This design comes from an exercise in tuning for small area, a short achievable clock period and few clock cycles on the open sky130 flow, not from production work.
Only simulation tests tie the RTL to the original design; equivalence was not proved.

--- design/flow/design.v ---
package fixed_point_pkg;
	typedef logic signed [26:0] fixed_t;
	localparam fixed_t FIX_ONE = 27'sh0800000;
	localparam fixed_t ESCAPE_LIMIT = 27'sh2000000;
	localparam fixed_t ORIGIN_RE = -27'sh1000000;
	localparam fixed_t ORIGIN_IM = 27'sh0800000;
	localparam fixed_t PAN_STEP = 27'sh0008000;
	function automatic fixed_t fix_mul(input fixed_t a, input fixed_t b);
		logic signed [53:0] prod;
		prod = a * b;
		fix_mul = {prod[53], prod[48:23]};
	endfunction
endpackage
package render_pkg;
	typedef logic [9:0] coord_t;
	typedef logic [18:0] pixel_addr_t;
	typedef logic [7:0] color_t;
	typedef logic [15:0] iter_t;
	typedef enum logic [2:0] {
		LANE_START,
		LANE_SOLVE,
		LANE_SHADE,
		LANE_WRITE,
		LANE_DONE
	} lane_state_e;
	typedef enum logic [1:0] {
		ARB_IDLE,
		ARB_SETUP,
		ARB_ACCESS
	} arb_state_e;
	function automatic color_t palette_entry(input int n);
		case (n)
			0: palette_entry = 8'b000_000_00;
			1: palette_entry = 8'b011_001_00;
			2: palette_entry = 8'b011_001_00;
			3: palette_entry = 8'b101_010_01;
			4: palette_entry = 8'b011_001_01;
			5: palette_entry = 8'b001_001_01;
			6: palette_entry = 8'b011_010_10;
			default: palette_entry = 8'b010_100_10;
		endcase
	endfunction
	function automatic color_t palette_color(input iter_t count, input iter_t max_iter);
		color_t result;
		result = palette_entry(9);
		for (int n = 8; n >= 1; n--) begin
			if (count >= (max_iter >> n))
				result = palette_entry(n);
		end
		if (count >= max_iter)
			result = palette_entry(0);
		palette_color = result;
	endfunction
endpackage
`timescale 1ns/100ps
module escape_iterator #(
	parameter int MAX_ITER = 1000
) (
	input  logic clk,
	input  logic reset,
	input  logic start_i,
	input  fixed_point_pkg::fixed_t c_re_i,
	input  fixed_point_pkg::fixed_t c_im_i,
	output render_pkg::iter_t iter_o,
	output logic done_o
);
	localparam fixed_point_pkg::fixed_t PART_LIMIT = fixed_point_pkg::FIX_ONE <<< 1;
	fixed_point_pkg::fixed_t z_re;
	fixed_point_pkg::fixed_t z_im;
	fixed_point_pkg::fixed_t z_re_sq;
	fixed_point_pkg::fixed_t z_im_sq;
	fixed_point_pkg::fixed_t z_cross;
	logic signed [27:0] mag_sq;
	logic escaped;
	logic running;
	assign z_re_sq = fixed_point_pkg::fix_mul(z_re, z_re);
	assign z_im_sq = fixed_point_pkg::fix_mul(z_im, z_im);
	assign z_cross = fixed_point_pkg::fix_mul(z_re, z_im);
	assign mag_sq = z_re_sq + z_im_sq;
	assign escaped = (mag_sq > fixed_point_pkg::ESCAPE_LIMIT) ||
		(z_re > PART_LIMIT) || (z_re < -PART_LIMIT) ||
		(z_im > PART_LIMIT) || (z_im < -PART_LIMIT);
	always_ff @(posedge clk) begin
		if (reset) begin
			running <= 1'b0;
			done_o <= 1'b0;
			iter_o <= '0;
		end else if (start_i) begin
			running <= 1'b1;
			done_o <= 1'b0;
			iter_o <= '0;
			z_re <= '0;
			z_im <= '0;
		end else if (running) begin
			if (escaped || (iter_o >= MAX_ITER)) begin
				running <= 1'b0;
				done_o <= 1'b1;
			end else begin
				z_re <= z_re_sq - z_im_sq + c_re_i;
				z_im <= (z_cross <<< 1) + c_im_i;
				iter_o <= iter_o + 1'b1;
			end
		end
	end
endmodule
`timescale 1ns/100ps
module scan_lane #(
	parameter int LANE_ID = 0,
	parameter int NUM_LANES = 2,
	parameter int SCREEN_W = 640,
	parameter int SCREEN_H = 480,
	parameter int MAX_ITER = 1000
) (
	input  logic clk,
	input  logic reset,
	input  logic restart_i,
	input  fixed_point_pkg::fixed_t step_i,
	input  fixed_point_pkg::fixed_t pan_re_i,
	input  fixed_point_pkg::fixed_t pan_im_i,
	output logic pix_req_o,
	output render_pkg::pixel_addr_t pix_addr_o,
	output render_pkg::color_t pix_color_o,
	input  logic pix_ack_i,
	output logic done_o
);
	render_pkg::lane_state_e state;
	render_pkg::coord_t x;
	render_pkg::coord_t y;
	fixed_point_pkg::fixed_t c_re;
	fixed_point_pkg::fixed_t c_im;
	fixed_point_pkg::fixed_t stride;
	fixed_point_pkg::fixed_t lane_off;
	fixed_point_pkg::fixed_t row_re;
	logic iter_start;
	logic iter_done;
	render_pkg::iter_t iter_count;
	assign stride = fixed_point_pkg::fixed_t'(NUM_LANES * step_i);
	assign lane_off = fixed_point_pkg::fixed_t'(LANE_ID * step_i);
	assign row_re = fixed_point_pkg::ORIGIN_RE + pan_re_i + lane_off;
	escape_iterator #(
		.MAX_ITER(MAX_ITER)
	) escape_iterator_i (
		.clk(clk),
		.reset(reset),
		.start_i(iter_start),
		.c_re_i(c_re),
		.c_im_i(c_im),
		.iter_o(iter_count),
		.done_o(iter_done)
	);
	assign pix_req_o = (state == render_pkg::LANE_WRITE);
	assign done_o = (state == render_pkg::LANE_DONE);
	always_ff @(posedge clk) begin
		if (reset || restart_i) begin
			state <= render_pkg::LANE_START;
			iter_start <= 1'b0;
		end else begin
			iter_start <= 1'b0;
			case (state)
				render_pkg::LANE_START: begin
					x <= render_pkg::coord_t'(LANE_ID);
					y <= '0;
					c_re <= row_re;
					c_im <= fixed_point_pkg::ORIGIN_IM + pan_im_i;
					iter_start <= 1'b1;
					state <= render_pkg::LANE_SOLVE;
				end
				render_pkg::LANE_SOLVE: begin
					if (iter_done && !iter_start)
						state <= render_pkg::LANE_SHADE;
				end
				render_pkg::LANE_SHADE: begin
					pix_addr_o <= render_pkg::pixel_addr_t'(int'(y) * SCREEN_W + int'(x));
					pix_color_o <= render_pkg::palette_color(iter_count,
						render_pkg::iter_t'(MAX_ITER));
					state <= render_pkg::LANE_WRITE;
				end
				render_pkg::LANE_WRITE: begin
					if (pix_ack_i) begin
						if (int'(x) + NUM_LANES < SCREEN_W) begin
							x <= x + render_pkg::coord_t'(NUM_LANES);
							c_re <= c_re + stride;
							iter_start <= 1'b1;
							state <= render_pkg::LANE_SOLVE;
						end else if (int'(y) == SCREEN_H - 1) begin
							state <= render_pkg::LANE_DONE;
						end else begin
							x <= render_pkg::coord_t'(LANE_ID);
							y <= y + 1'b1;
							c_re <= row_re;
							c_im <= c_im - step_i;
							iter_start <= 1'b1;
							state <= render_pkg::LANE_SOLVE;
						end
					end
				end
				render_pkg::LANE_DONE: state <= render_pkg::LANE_DONE;
				default: state <= render_pkg::LANE_START;
			endcase
		end
	end
endmodule
`timescale 1ns/100ps
module view_control #(
	parameter fixed_point_pkg::fixed_t BASE_STEP = 27'sd39322,
	parameter int ZOOM_MAX = 8
) (
	input  logic clk,
	input  logic reset,
	input  logic zoom_in_i,
	input  logic zoom_out_i,
	input  logic pan_left_i,
	input  logic pan_right_i,
	input  logic pan_up_i,
	input  logic pan_down_i,
	output logic restart_o,
	output fixed_point_pkg::fixed_t step_o,
	output fixed_point_pkg::fixed_t pan_re_o,
	output fixed_point_pkg::fixed_t pan_im_o
);
	localparam int ZW = $clog2(ZOOM_MAX + 1);
	logic [ZW-1:0] zoom_q;
	logic any_cmd;
	assign any_cmd = zoom_in_i | zoom_out_i | pan_left_i | pan_right_i |
		pan_up_i | pan_down_i;
	assign step_o = BASE_STEP >>> zoom_q;
	always_ff @(posedge clk) begin
		if (reset) begin
			zoom_q <= '0;
			pan_re_o <= '0;
			pan_im_o <= '0;
			restart_o <= 1'b0;
		end else begin
			restart_o <= any_cmd;
			if (zoom_in_i) begin
				if (int'(zoom_q) < ZOOM_MAX)
					zoom_q <= zoom_q + 1'b1;
			end else if (zoom_out_i) begin
				if (zoom_q != '0)
					zoom_q <= zoom_q - 1'b1;
			end
			if (pan_right_i)
				pan_re_o <= pan_re_o + fixed_point_pkg::PAN_STEP;
			else if (pan_left_i)
				pan_re_o <= pan_re_o - fixed_point_pkg::PAN_STEP;
			if (pan_down_i)
				pan_im_o <= pan_im_o - fixed_point_pkg::PAN_STEP;
			else if (pan_up_i)
				pan_im_o <= pan_im_o + fixed_point_pkg::PAN_STEP;
		end
	end
endmodule
`timescale 1ns/100ps
module fb_write_arbiter #(
	parameter int NUM_LANES = 2
) (
	input  logic clk,
	input  logic reset,
	input  logic restart_i,
	input  logic [NUM_LANES-1:0] lane_req_i,
	input  logic [NUM_LANES*19-1:0] lane_addr_i,
	input  logic [NUM_LANES*8-1:0] lane_color_i,
	output logic [NUM_LANES-1:0] lane_ack_o,
	output logic psel_o,
	output logic penable_o,
	output logic pwrite_o,
	output render_pkg::pixel_addr_t paddr_o,
	output render_pkg::color_t pwdata_o,
	input  logic pready_i,
	output logic idle_o
);
	localparam int IW = (NUM_LANES > 1) ? $clog2(NUM_LANES) : 1;
	render_pkg::arb_state_e state;
	logic [NUM_LANES-1:0] req_v;
	logic [NUM_LANES-1:0] req_masked;
	render_pkg::pixel_addr_t addr_v [NUM_LANES];
	render_pkg::color_t color_v [NUM_LANES];
	logic [IW-1:0] grant_q;
	logic [IW-1:0] pick;
	logic pick_valid;
	logic xfer_done;
	logic start_xfer;
	logic drop_q;
	for (genvar g = 0; g < NUM_LANES; g++) begin : g_lane
		assign req_v[g] = lane_req_i[g];
		assign addr_v[g] = lane_addr_i[g*19 +: 19];
		assign color_v[g] = lane_color_i[g*8 +: 8];
		assign lane_ack_o[g] = xfer_done && (grant_q == IW'(g)) && !drop_q && !restart_i;
	end
	assign xfer_done = (state == render_pkg::ARB_ACCESS) && pready_i;
	assign start_xfer = pick_valid && !restart_i &&
		((state == render_pkg::ARB_IDLE) || xfer_done);
	always_comb begin
		req_masked = req_v;
		if (state == render_pkg::ARB_ACCESS)
			req_masked[grant_q] = 1'b0;
	end
	always_comb begin
		int idx;
		pick = grant_q;
		pick_valid = 1'b0;
		for (int k = 1; k <= NUM_LANES; k++) begin
			idx = int'(grant_q) + k;
			if (idx >= NUM_LANES)
				idx = idx - NUM_LANES;
			if (!pick_valid && req_masked[idx]) begin
				pick = IW'(idx);
				pick_valid = 1'b1;
			end
		end
	end
	assign psel_o = (state != render_pkg::ARB_IDLE);
	assign penable_o = (state == render_pkg::ARB_ACCESS);
	assign pwrite_o = psel_o;
	assign idle_o = (state == render_pkg::ARB_IDLE);
	always_ff @(posedge clk) begin
		if (reset) begin
			state <= render_pkg::ARB_IDLE;
			grant_q <= IW'(NUM_LANES - 1);
			drop_q <= 1'b0;
		end else begin
			if (xfer_done)
				drop_q <= 1'b0;
			else if (restart_i && (state != render_pkg::ARB_IDLE))
				drop_q <= 1'b1;
			if (start_xfer) begin
				grant_q <= pick;
				state <= render_pkg::ARB_SETUP;
			end else if (state == render_pkg::ARB_SETUP) begin
				state <= render_pkg::ARB_ACCESS;
			end else if (xfer_done) begin
				state <= render_pkg::ARB_IDLE;
			end
		end
	end
	always_ff @(posedge clk) begin
		if (start_xfer) begin
			paddr_o <= addr_v[pick];
			pwdata_o <= color_v[pick];
		end
	end
endmodule
`timescale 1ns/100ps
module mandel_render_top #(
	parameter int SCREEN_W = 64,
	parameter int SCREEN_H = 48,
	parameter int MAX_ITER = 256,
	parameter int NUM_LANES = 2,
	parameter fixed_point_pkg::fixed_t BASE_STEP = 27'sd393216,
	parameter int ZOOM_MAX = 8
) (
	input  logic clk,
	input  logic reset,
	input  logic zoom_in_i,
	input  logic zoom_out_i,
	input  logic pan_left_i,
	input  logic pan_right_i,
	input  logic pan_up_i,
	input  logic pan_down_i,
	output logic psel_o,
	output logic penable_o,
	output logic pwrite_o,
	output render_pkg::pixel_addr_t paddr_o,
	output render_pkg::color_t pwdata_o,
	input  logic pready_i,
	output logic frame_done_o
);
	logic restart;
	fixed_point_pkg::fixed_t step;
	fixed_point_pkg::fixed_t pan_re;
	fixed_point_pkg::fixed_t pan_im;
	logic [NUM_LANES-1:0] lane_done;
	logic arb_idle;
	logic [NUM_LANES-1:0] pix_req;
	logic [NUM_LANES*19-1:0] pix_addr;
	logic [NUM_LANES*8-1:0] pix_color;
	logic [NUM_LANES-1:0] pix_ack;
	view_control #(
		.BASE_STEP(BASE_STEP),
		.ZOOM_MAX(ZOOM_MAX)
	) view_control_i (
		.clk(clk),
		.reset(reset),
		.zoom_in_i(zoom_in_i),
		.zoom_out_i(zoom_out_i),
		.pan_left_i(pan_left_i),
		.pan_right_i(pan_right_i),
		.pan_up_i(pan_up_i),
		.pan_down_i(pan_down_i),
		.restart_o(restart),
		.step_o(step),
		.pan_re_o(pan_re),
		.pan_im_o(pan_im)
	);
	for (genvar g = 0; g < NUM_LANES; g++) begin : g_lane
		scan_lane #(
			.LANE_ID(g),
			.NUM_LANES(NUM_LANES),
			.SCREEN_W(SCREEN_W),
			.SCREEN_H(SCREEN_H),
			.MAX_ITER(MAX_ITER)
		) scan_lane_i (
			.clk(clk),
			.reset(reset),
			.restart_i(restart),
			.step_i(step),
			.pan_re_i(pan_re),
			.pan_im_i(pan_im),
			.pix_req_o(pix_req[g]),
			.pix_addr_o(pix_addr[g*19 +: 19]),
			.pix_color_o(pix_color[g*8 +: 8]),
			.pix_ack_i(pix_ack[g]),
			.done_o(lane_done[g])
		);
	end
	fb_write_arbiter #(
		.NUM_LANES(NUM_LANES)
	) fb_write_arbiter_i (
		.clk(clk),
		.reset(reset),
		.restart_i(restart),
		.lane_req_i(pix_req),
		.lane_addr_i(pix_addr),
		.lane_color_i(pix_color),
		.lane_ack_o(pix_ack),
		.psel_o(psel_o),
		.penable_o(penable_o),
		.pwrite_o(pwrite_o),
		.paddr_o(paddr_o),
		.pwdata_o(pwdata_o),
		.pready_i(pready_i),
		.idle_o(arb_idle)
	);
	assign frame_done_o = (&lane_done) && arb_idle;
endmodule
--- design/flow/run.sh ---
#!/bin/bash
# synth_recipe.tcl (not shown) runs the flow's synth.tcl, then flattens the netlist and writes it again
# the make line also repeats each setting of config.mk as NAME=value (left out here)
make -C /OpenROAD-flow-scripts/flow DESIGN_CONFIG=/design/flow/config.mk WORK_HOME=/design/flow/orfs CLKGATE_MAP_FILE= SYNTH_SCRIPT=/design/flow/synth_recipe.tcl finish
--- design/flow/config.mk ---
export PLATFORM = sky130hd
export DESIGN_NAME = mandel_render_top
export DESIGN_NICKNAME = mandel_render_top
export VERILOG_FILES = /design/flow/design.v
export SDC_FILE = /design/flow/constraint.sdc
export NUM_CORES = 4
export LEC_CHECK = 0
export CAP_MARGIN = 20
export CORE_MARGIN = 2
export CORE_UTILIZATION = 40
export SLEW_MARGIN = 20
--- design/flow/constraint.sdc ---
create_clock -name core_clock -period 15.0 [get_ports {clk}]
set_input_delay 3.0000 -clock core_clock [delete_from_list [all_inputs] [get_ports {clk}]]
set_output_delay 3.0000 -clock core_clock [all_outputs]
set_load 0.01 [all_outputs]
==> results.json <==
{
  "status": "no timing/DRC/antenna violations",
  "critPathArrivalTime_ns": 14.02,
  "postSynthAreaPerCell_um2": 9.40,
  "floorplan.initialDensity_pct": 40.1,
  "htreeDepth": 2,
  "clock_sink_count": 397,
  "netlist_area_mm2": 0.164,
  "grt_setup_unrepaired": "no",
  "synth.ff_latch_count": 397,
  "dieHeight_um": 644,
  "mostFrequentLayoutCells": "sky130_fd_sc_hd__inv_1 (4890), sky130_fd_sc_hd__fa_1 (4125), sky130_fd_sc_hd__nand2_1 (1935)",
  "drc": 0,
  "cp-start-kind": "flip-flop",
  "clkLatencyLatePin_ns": 0.69,
  "synth_top_flop_cell": "sky130_fd_sc_hd__edfxtp_1",
  "worstSetupEndpointType": "flip-flop",
  "min-delay-path-class": "flip-flop to flip-flop",
  "post_cts_resize_count": 0,
  "worstPathRequired_ns": 15.37,
  "synth-compound-area-share_pct": 4.20,
  "ff2ff_path_depth": 37,
  "ant_nets": 0,
  "count_of_final_hold_check_violations": 0,
  "cpMostUsedCell": "sky130_fd_sc_hd__fa_1",
  "worst-slew-pin-transition_ns": 1.10,
  "max-slew-margin-rel_pct": 26.9,
  "ys_warn_count": 7,
  "routed-via-count": 112000,
  "post_synth_num_cell_types": 101,
  "number_of_clock_buffers_inserted_by_tritoncts": 52,
  "synth_edf_count": 320,
  "clock-skew-final_ns": 0.0679,
  "layout.nets": 22600,
  "track_usage_pct": 22.0,
  "fp.dieW_um": 644,
  "timing.setup.critical_path_class": "flip-flop to flip-flop",
  "combinational_family_with_the_most_area_after_synthesis": "adder cells",
  "largest_cells_by_area_after_synthesis": "sky130_fd_sc_hd__fa_1 (50%), sky130_fd_sc_hd__inv_1 (11%), sky130_fd_sc_hd__ha_1 (10%)",
  "synth_seq_area_share_pct": 6.80,
  "finalCritPeriodShare_pct": 91.0,
  "grt_antenna_before_repair": 8,
  "synth_top_cell_by_area": "sky130_fd_sc_hd__fa_1",
  "boundaryPins": 40,
  "number_of_endpoints_failing_setup_at_the_final_stage": 0,
  "syn-instance-count": 17500,
  "grt_pass1_vias": 123000,
  "min_period_ns": 13.65,
  "maximum_number_of_pins_on_one_net_before_global_route_repair": 62,
  "grt_pass1_wl_mm": 710,
  "area_added_between_synthesis_and_finish_pct": 5.02,
  "dieArea_mm2": 0.415,
  "fmax_ghz": 0.0732,
  "route.final.wire_length_mm": 441,
  "global_route.overflow_total": 0,
  "cts.repair_timing.setup_buffer_count": 0,
  "yosys.area.top_type_share_pct": 50.3,
  "slowest_stage": "sky130_fd_sc_hd__a2111oi_0",
  "commonest_non_fill_non_tap_cell_in_the_layout": "sky130_fd_sc_hd__inv_1",
  "std_cell_rows": 235,
  "worst_case_clock_buffer_depth": 3,
  "cts.root.buffer_cell": "sky130_fd_sc_hd__clkbuf_16",
  "yosys-mux-area-fraction_pct": 0.400,
  "setup_slack_ns": 1.35,
  "io_buffer_count": 37,
  "timing.critical_path.slowest_cell_delay_ns": 0.85,
  "detail_route.vias_per_cell": 4.98,
  "drt_iter0_markers": 7363,
  "final.setup.tns_ns": 0,
  "crit_path_max_fanout": 28,
  "ys_async_sr_fraction_pct": 0,
  "wire_per_inst_um": 19.5,
  "holdBufCountCts": 0,
  "setup_slack_after_placement_ns": 1.45,
  "detailedPlacementHpwl_mm": 360,
  "cts_tree": "built",
  "max_cap_viol_count": 0,
  "yosys.area_share.xor_xnor_pct": 2.71,
  "finalWeightedCongestion": 0.922,
  "worst-r2r-setup-slack_ns": 1.35,
  "share_of_final_layout_standard_cells_stronger_than_drive_strength_1_pct": 2.51,
  "synth_simple_gate_area_share_pct": 12.3,
  "drt-pass1-iter-count": 6,
  "synthAdderAreaFrac_pct": 60.8,
  "core_area_mm2": 0.409,
  "clkSlewWorstSetupHoldPaths_ns": 0.06,
  "drv_slew": 0
}
[flip-flops by register name, summed over array words and instances, names as in the netlist, 8 cells and up]
signal                                       cells
fb_write_arbiter_i.pwdata_o                      8
g_lane.scan_lane_i.escape_iterator_i.z_re       54
view_control_i.pan_im_o                         12
g_lane.scan_lane_i.y                            20
g_lane.scan_lane_i.escape_iterator_i.z_im       52
g_lane.scan_lane_i.pix_color_o                  16
view_control_i.pan_re_o                         12
fb_write_arbiter_i.paddr_o                      17
g_lane.scan_lane_i.x                            20
g_lane.scan_lane_i.escape_iterator_i.iter_o     32
g_lane.scan_lane_i.c_re                         49
g_lane.scan_lane_i.pix_addr_o                   34
g_lane.scan_lane_i.c_im                         50
[metal layers]
layer  GRT usage (%)  part of all wire, %  vias up
met3            3.13                  6.7      598
met2            36.9                   48     3228
met4            6.54                  3.7        4
met1            29.6                   42    58500
met5               0               0.0059        -
li1                -                    -    50100
[synthesized netlist by cell type (46+ instances only)]
master                        n
sky130_fd_sc_hd__and2_1     855
sky130_fd_sc_hd__nor4_1      46
sky130_fd_sc_hd__a21o_1     108
sky130_fd_sc_hd__edfxtp_1   320
sky130_fd_sc_hd__fa_1      4125
sky130_fd_sc_hd__a21oi_1    314
sky130_fd_sc_hd__and3_1      52
sky130_fd_sc_hd__nor2_1     788
sky130_fd_sc_hd__dfxtp_1     77
sky130_fd_sc_hd__clkbuf_1   648
sky130_fd_sc_hd__o21ai_0    218
sky130_fd_sc_hd__nor3_1     153
sky130_fd_sc_hd__xor2_1     173
sky130_fd_sc_hd__nor2b_1    112
sky130_fd_sc_hd__nand2_1   1935
sky130_fd_sc_hd__o21a_1      68
sky130_fd_sc_hd__xnor2_1    331
sky130_fd_sc_hd__nand2b_1   106
sky130_fd_sc_hd__inv_1     4891
sky130_fd_sc_hd__nand3_1    106
sky130_fd_sc_hd__ha_1      1372
[stage by stage]
step	area, µm²	hold slack (ns)	util, %	instances
after floorplan	164000	0.416	-	17500
after global placement	171000	0.431	41.7	22500
after detailed placement	171000	0.426	41.7	22500
after CTS	172000	0.449	42.1	22600
after global routing	172000	0.466	42.1	22600
final	172000	0.448	42.1	22600
[worst max-delay path, delay by kind of cell, from the launching register on]
kind                       cells  cell delay, ns
AOI/OAI and AO/OA             12            4.34
buffers and inverters          4            1.11
adders and majority gates      9            3.99
and+or+nand+nor               11            2.88
xor gates and xnor gates       1            0.37
DFF                            1            0.59
[cell type report]
class | count | area [µm²]
fillers | 40200 | 237000
multi-input cells | 11500 | 132000
inverters | 4906 | 18400
flip-flops and latches | 397 | 11200
well taps | 5451 | 6820
repair buffers | 270 | 2200
clock buffers | 67 | 1390
clock inverters | 30 | 360
diodes | 4 | 10.0
[cells by family (layout without fill, tap and decap cells)]
group / Yosys count / in the layout
adder cells (fa/ha/maj): 5497 / 5497
AO/OA/AOI/OAI: 1065 / 1065
flip-flops: 397 / 397
other: 1 / 14
multiplexers: 62 / 62
buffers and inverters: 5598 / 5273
AND/OR/NAND/NOR: 4335 / 4335
XOR/XNOR: 505 / 505
[worst min-delay path by stage]
stage	endpoint	cells after the start	slack [ns]
after floorplan	flip-flop	2	0.42
after global placement	flip-flop	2	0.43
after detailed placement	g_lane[0].scan_lane_i.pix_addr_o[0]	0	0.43
after CTS	g_lane[1].scan_lane_i.pix_addr_o[0]	0	0.45
after global routing	g_lane[0].scan_lane_i.pix_addr_o[0]	0	0.47
final	flip-flop	1	0.45
Testbench counts, summed over its fixed seeds: cycles 3,235,341.

[separate check: timing with driven ports]
The results above use ideal ports. As a check the final layout listed here was re-extracted and re-timed, cells and wires unchanged. Step 1 sets driving cells, clkbuf_16 on the clock port and buf_2 on the other inputs (assumed; they add their load-dependent delay and slew). Step 2, shift: input delay + t, output delay - t, t = (earliest + latest rising clock arrival at the registers) / 2. This alone moves slack from input paths to output paths. a / b / c = no drivers / after step 1 / after step 2; a / b = the first two.
shift t [ns]: 0.719
slack for setup (ns): 1.347 / 1.347 / 1.347
worst setup path at the end: register to register
latest minus earliest clock arrival (ns): 0.068 / 0.068
worst slew at a driven data input, ns: 0.31
After both steps this run still meets setup and hold. For this run, drivers alone change the setup slack by 0.000 ns; drivers and shift together by 0.000 ns.
